From an optimization exercise on the open Yosys and OpenROAD flow, aimed at small area; shortcuts taken in it are not production practice. In this exercise RTL edits were held to simulation tests only and were not proved equivalent to the original. No activity file was given, so power comes from the tool's default toggle rates.

===== design/flow/run.sh =====
#!/bin/bash
# synth_recipe.tcl (not shown) runs the flow's synth.tcl, then flattens the netlist and writes it again
# the make line also repeats each setting of config.mk as NAME=value (left out here)
make -C /OpenROAD-flow-scripts/flow DESIGN_CONFIG=/design/flow/config.mk WORK_HOME=/design/flow/orfs CLKGATE_MAP_FILE= SYNTH_SCRIPT=/design/flow/synth_recipe.tcl finish

===== design/flow/config.mk =====
export PLATFORM = sky130hd
export DESIGN_NAME = byte_data_memory
export DESIGN_NICKNAME = byte_data_memory
export VERILOG_FILES = /design/flow/design.v
export SDC_FILE = /design/flow/constraint.sdc
export NUM_CORES = 4
export LEC_CHECK = 0
export CAP_MARGIN = 20
export CORE_MARGIN = 2
export CORE_UTILIZATION = 40
export SLEW_MARGIN = 20

===== design/flow/constraint.sdc =====
create_clock -name core_clock -period 5.0 [get_ports {clk}]
set_input_delay 1.0000 -clock core_clock [delete_from_list [all_inputs] [get_ports {clk}]]
set_output_delay 1.0000 -clock core_clock [all_outputs]
set_load 0.01 [all_outputs]

===== design/flow/design.v =====
package dmem_pkg;
  localparam logic [2:0] F3_B  = 3'b000;
  localparam logic [2:0] F3_H  = 3'b001;
  localparam logic [2:0] F3_W  = 3'b010;
  localparam logic [2:0] F3_BU = 3'b100;
  localparam logic [2:0] F3_HU = 3'b101;
  typedef enum logic {
    CLEAR,
    READY
  } dmem_state_t;
endpackage
module dmem_lane_align
(
  input  logic        we,
  input  logic [2:0]  funct3,
  input  logic [1:0]  addr_lo,
  input  logic [31:0] wdata,
  input  logic [31:0] rword,
  output logic [3:0]  be,
  output logic [31:0] wdata_lane,
  output logic [31:0] rdata_ext,
  output logic        misaligned,
  output logic        illegal
);
  logic [7:0]  rbyte;
  logic [15:0] rhalf;
  assign rbyte = rword[{addr_lo, 3'b000} +: 8];
  assign rhalf = rword[{addr_lo[1], 4'b0000} +: 16];
  always_comb begin
    be         = '0;
    wdata_lane = '0;
    rdata_ext  = '0;
    misaligned = 1'b0;
    illegal    = 1'b0;
    case (funct3)
      dmem_pkg::F3_B: begin
        be         = 4'b0001 << addr_lo;
        wdata_lane = {4{wdata[7:0]}};
        rdata_ext  = {{24{rbyte[7]}}, rbyte};
      end
      dmem_pkg::F3_H: begin
        misaligned = addr_lo[0];
        be         = addr_lo[1] ? 4'b1100 : 4'b0011;
        wdata_lane = {2{wdata[15:0]}};
        rdata_ext  = {{16{rhalf[15]}}, rhalf};
      end
      dmem_pkg::F3_W: begin
        misaligned = |addr_lo;
        be         = '1;
        wdata_lane = wdata;
        rdata_ext  = rword;
      end
      dmem_pkg::F3_BU: begin
        illegal   = we;
        rdata_ext = {24'h000000, rbyte};
      end
      dmem_pkg::F3_HU: begin
        illegal    = we;
        misaligned = addr_lo[0];
        rdata_ext  = {16'h0000, rhalf};
      end
      default: illegal = 1'b1;
    endcase
  end
endmodule
module byte_data_memory
#(
  parameter int unsigned DEPTH          = 64,
  parameter bit          CLEAR_ON_RESET = 1'b1
) (
  input  logic        clk,
  input  logic        reset,
  input  logic        req_valid,
  output logic        req_ready,
  input  logic        req_we,
  input  logic [2:0]  req_funct3,
  input  logic [31:0] req_addr,
  input  logic [31:0] req_wdata,
  output logic        rsp_valid,
  output logic [31:0] rsp_rdata,
  output logic        rsp_err,
  output logic        clear_busy
);
  localparam int unsigned AW = $clog2(DEPTH);
  logic [31:0]   mem [DEPTH];
  dmem_pkg::dmem_state_t   state, state_nxt;
  logic [AW-1:0] sweep_cnt;
  logic [AW-1:0] idx;
  logic          out_of_range;
  logic [31:0]   rword;
  logic [3:0]    be;
  logic [31:0]   wdata_lane;
  logic [31:0]   rdata_ext;
  logic          misaligned;
  logic          illegal;
  logic          accept;
  logic          err;
  assign idx          = req_addr[2 +: AW];
  assign out_of_range = |req_addr[31:2+AW];
  assign rword        = mem[idx];
  dmem_lane_align u_align (
    .we         (req_we),
    .funct3     (req_funct3),
    .addr_lo    (req_addr[1:0]),
    .wdata      (req_wdata),
    .rword      (rword),
    .be         (be),
    .wdata_lane (wdata_lane),
    .rdata_ext  (rdata_ext),
    .misaligned (misaligned),
    .illegal    (illegal)
  );
  assign req_ready  = (state == dmem_pkg::READY);
  assign clear_busy = (state == dmem_pkg::CLEAR);
  assign accept     = req_valid && req_ready;
  assign err        = out_of_range || misaligned || illegal;
  always_comb begin
    state_nxt = state;
    if (state == dmem_pkg::CLEAR && sweep_cnt == AW'(DEPTH - 1)) begin
      state_nxt = dmem_pkg::READY;
    end
  end
  always_ff @(posedge clk) begin
    if (reset) begin
      state     <= CLEAR_ON_RESET ? dmem_pkg::CLEAR : dmem_pkg::READY;
      sweep_cnt <= '0;
      rsp_valid <= 1'b0;
      rsp_err   <= 1'b0;
      rsp_rdata <= '0;
    end else begin
      state     <= state_nxt;
      if (state == dmem_pkg::CLEAR) begin
        sweep_cnt <= sweep_cnt + 1'b1;
      end
      rsp_valid <= accept;
      rsp_err   <= accept && err;
      rsp_rdata <= (accept && !req_we && !err) ? rdata_ext : '0;
    end
  end
  always_ff @(posedge clk) begin
    if (!reset) begin
      if (state == dmem_pkg::CLEAR) begin
        mem[sweep_cnt] <= '0;
      end else if (accept && req_we && !err) begin
        for (int unsigned i = 0; i < 4; i++) begin
          if (be[i]) begin
            mem[idx][8*i +: 8] <= wdata_lane[8*i +: 8];
          end
        end
      end
    end
  end
endmodule

==> results.txt <==
critical path, delay by kind of cell:
kind / cells / cell delay [ns]
AO/OA/AOI/OAI: 1 / 0.61
buffers and inverters: 2 / 1.14
AND/OR/NAND/NOR: 3 / 1.96
cells by family after synthesis:
logic type      synth area share
fa+ha+maj               0.000151
compound gates            0.0342
buf+inv                   0.0193
simple gates              0.0334
flops                      0.755
xor+xnor                0.000424
mux                        0.158
power groups by stage:
stage               Clock [mW]  Combinational [mW]  Sequential, mW
floorplan                    0               0.896            19.4
global placement             0                1.70            19.4
detailed placement           0                1.70            19.4
CTS                       15.6                1.70            19.0
global route              16.3                1.76            19.0
finish                    15.4                1.74            19.0
path summary, 6_finish.rpt:
| kind | slack [ns] | from | end |
|---|---|---|---|
| hold / removal | 0.53 | state$_SDFFE_PP0P_ | rsp_valid$_SDFF_PP0_ |
| setup reg to reg | 1.24 | state$_SDFFE_PP0P_ | mem[52][14]$_DFFE_PP_ |
| hold reg to reg | 0.53 | state$_SDFFE_PP0P_ | rsp_valid$_SDFF_PP0_ |
| setup / recovery | 0.72 | req_addr[7] | mem[52][14]$_DFFE_PP_ |
cells in the final DEF, fill, tap and decap left out, drive strengths merged, types with 3 or more instances in the layout:
cell	instances
a211o	4
a211oi	23
a21oi	143
a221oi	15
a22oi	94
a31oi	18
and2	22
and3	5
buf	525
bufinv	14
clkbuf	262
clkdlybuf4s50	100
clkinv	110
clkinvlp	5
dfxtp	41
diode	7
edfxtp	2048
inv	14
mux2	20
mux2i	300
mux4	432
nand2	82
nand2b	14
nand3	39
nand4	9
nor2	369
nor2b	21
nor3	27
nor4	16
nor4b	3
o211ai	6
o21ai	27
o221ai	10
o22a	4
o22ai	61
or2	3
or3	5
registers in the layout (all words and copies together) (netlist names):
register,cells
mem,2048
rsp_valid,1
rsp_err,1
rsp_rdata,32
sweep_cnt,6
state,1
metrics by stage:
| step | hold WS [ns] | worst slack (ns) | util |
|---|---|---|---|
| 2_1_floorplan | 0.510 | 0.307 | - |
| 3_3_place_gp | 0.523 | -0.157 | 0.441 |
| 3_5_place_dp | 0.525 | -0.00267 | 0.441 |
| 4_1_cts | 0.536 | 0.880 | 0.475 |
| 5_1_grt | 0.582 | 0.674 | 0.475 |
| 6_report | 0.534 | 0.720 | 0.475 |
per-layer routing:
layer | up-vias | track usage | wire [um] | part of all wire
met4 | 6 | 0.116 | 13800 | 0.057
met2 | 2184 | 0.367 | 116000 | 0.48
li1 | 18300 | - | - | -
met5 | - | 0 | 40 | 0.00016
met3 | 503 | 0.0465 | 19500 | 0.080
met1 | 23600 | 0.304 | 94600 | 0.39
area by class of cell:
cell class	instances	area [um^2]
clock inverter	134	1250
tap	2688	3360
inverter	9	41.3
antenna	7	17.5
fill	16700	108000
sequential	2089	62300
multi-input combinational	1809	19000
timing repair buffer	626	5740
clock buffer	261	5560
==> impl_results.md <==
* Status: timing/DRC/antenna clean
* Post-cts hold buffer count at 0
* Vias per std cell at between 5 and 6
* Yosys warnings at 2
* Final Max Tran Viols at 0
* DR WL/cell at 32.0 um
* DP HPWL at 161 mm
* CP max-delay cell: nor2_1
* Setup_tns at 0 ns
* Top-Level Pins at around 110
* Pleak at 28.0 nW
* Die height at approximately 460 um
* Syn-to-layout area delta at 17.8%
* CTS tree: done
* Design Power at ~36 mW
* Top-area cell type share of the netlist area at 0.745
* Starting Density at 0.403
* Via count at ~45,000
* Syn_area_per_cell at 19.9 um^2
* Asr flop ratio synth at 0
* P_int at 28.3 mW
* Total wire length at 244 mm
* Post-Synthesis Cells at between 4,000 and 5,000
* Minimum clock period at 4.28 ns
* Reg power frac at 0.526
* Hold Violations, Final at 0
* Total Routing Usage GR at 0.231
* #FFs+latches synth at 2,089
* Top post-synthesis cells by area: edfxtp_1 74%, mux4_2 11%, mux2i_1 3.6%
* Switching power at 7.90 mW
* Worst Setup Path Type: input pin to flop
* Final setup vio count at 0
* R2R depth at 6
* Clk root buf: clkbuf_16
* Clock sinks at 2,089
* Placed cell areas at 0.0905 mm^2
* Unique masters post-synth at 76
* Site row count at about 170
* Crit path required time at around 5.5 ns
* Most frequent cell on the critical path: nor2_1
* Total gr overflow at 0
* Global-route wire length before repair at 342 mm
* Pwr per Cell Area at 372 mW/mm^2
* Crit path cell chain: clkdlybuf4s50_1 -> buf_12 -> nand2_1 -> nor2_1 -> a21oi_1 -> nor2_1
* Type of origin of the critical path: input pin
* CP peak stage delay at approximately 0.9 ns
* EDFF count, synth at 2,048
* Max FO, Critical Path at 24
* CP Capture Type: flop
* Syn_nets at around 4,200
* Die W at 458 um
* Setup Skew at roughly 0.054 ns
* RSZ-0062 raised after global routing: false
* Critical Path AT at 4.76 ns
* CTS buffer count at 210
* Vias in the first global route at 44,300
* H-tree depth at 4
* Nets@finish at 4,817
* GPL Wtd Cong at 0.975
* DRC Markers at 0
* FMAX at approximately 230 MHz
* DP Cell Count at 7,221
* Maxcap violations at 0
* Combinational share of power at 0.048
* Slew @ Worst Pin at 1.28 ns
* # port buffers at 106
* Layout cells sized above 1 at 0.272
* DR pass1 iterations at 6
* Part of the cycle the worst path needs at 0.856
* Max Buffers Root-to-Sink at 3
* VDD IR max at approximately 0.38 mV
* Top-count cell post-synth: edfxtp_1
* Mapped Area at 0.0826 mm^2
* Die ar. at 0.210 mm^2
* Hold Path Cell Cnt at 2
* Routed Antenna Nets at 0
* Clock share of power at 0.426
* List of most frequent post-synthesis cells: 2,048 x edfxtp_1, 408 x mux4_2, 368 x nor2_1
* Design area at 0.0973 mm^2
* # Post-CTS Setup Buffers at 0
* Largest area contributor in the netlist: edfxtp_1
* Max transition margin at 0.147
* Initial antenna violation count at 8
* Initial DRC count at 5,812
* Ys flop type: edfxtp_1
* Min-Delay Path Class: flop to flop
* # resized after CTS at 0
* Largest net degree at the start of global routing at 65
* Sw Share at 0.218
* Clk Latency, worst-skew pair at 0.86 ns
* Clock slew at reported path FFs at ~0.060 ns
* Final Instance Count excl. Fillers at 7,623
* Sequential cell area fraction in the yosys report at 0.755
* Core ar. at 0.205 mm^2

[what the ideal ports hide]
No port has a modelled driver above. Below, the same layout with a new extraction and two added sets of constraints. Step 1 assumes that a clkbuf_16 drives the clock port and a buf_2 every other input. Step 2 also shifts input and output timing later by t, the mid clock arrival at the registers, as if the neighbouring blocks saw the same clock. Slacks: ideal / step 1 / step 2; pairs: ideal / step 1.
t, ns: 0.936
slack for setup (ns): 0.720 / 0.789 / -0.147
hold WS [ns]: 0.534 / 0.534 / 0.534
pins driven straight from the clock port: 1
Met with ideal ports but missed after step 2: setup timing in this run. The setup slack of this run moves by +0.069 ns with the drivers and by -0.867 ns with both steps.
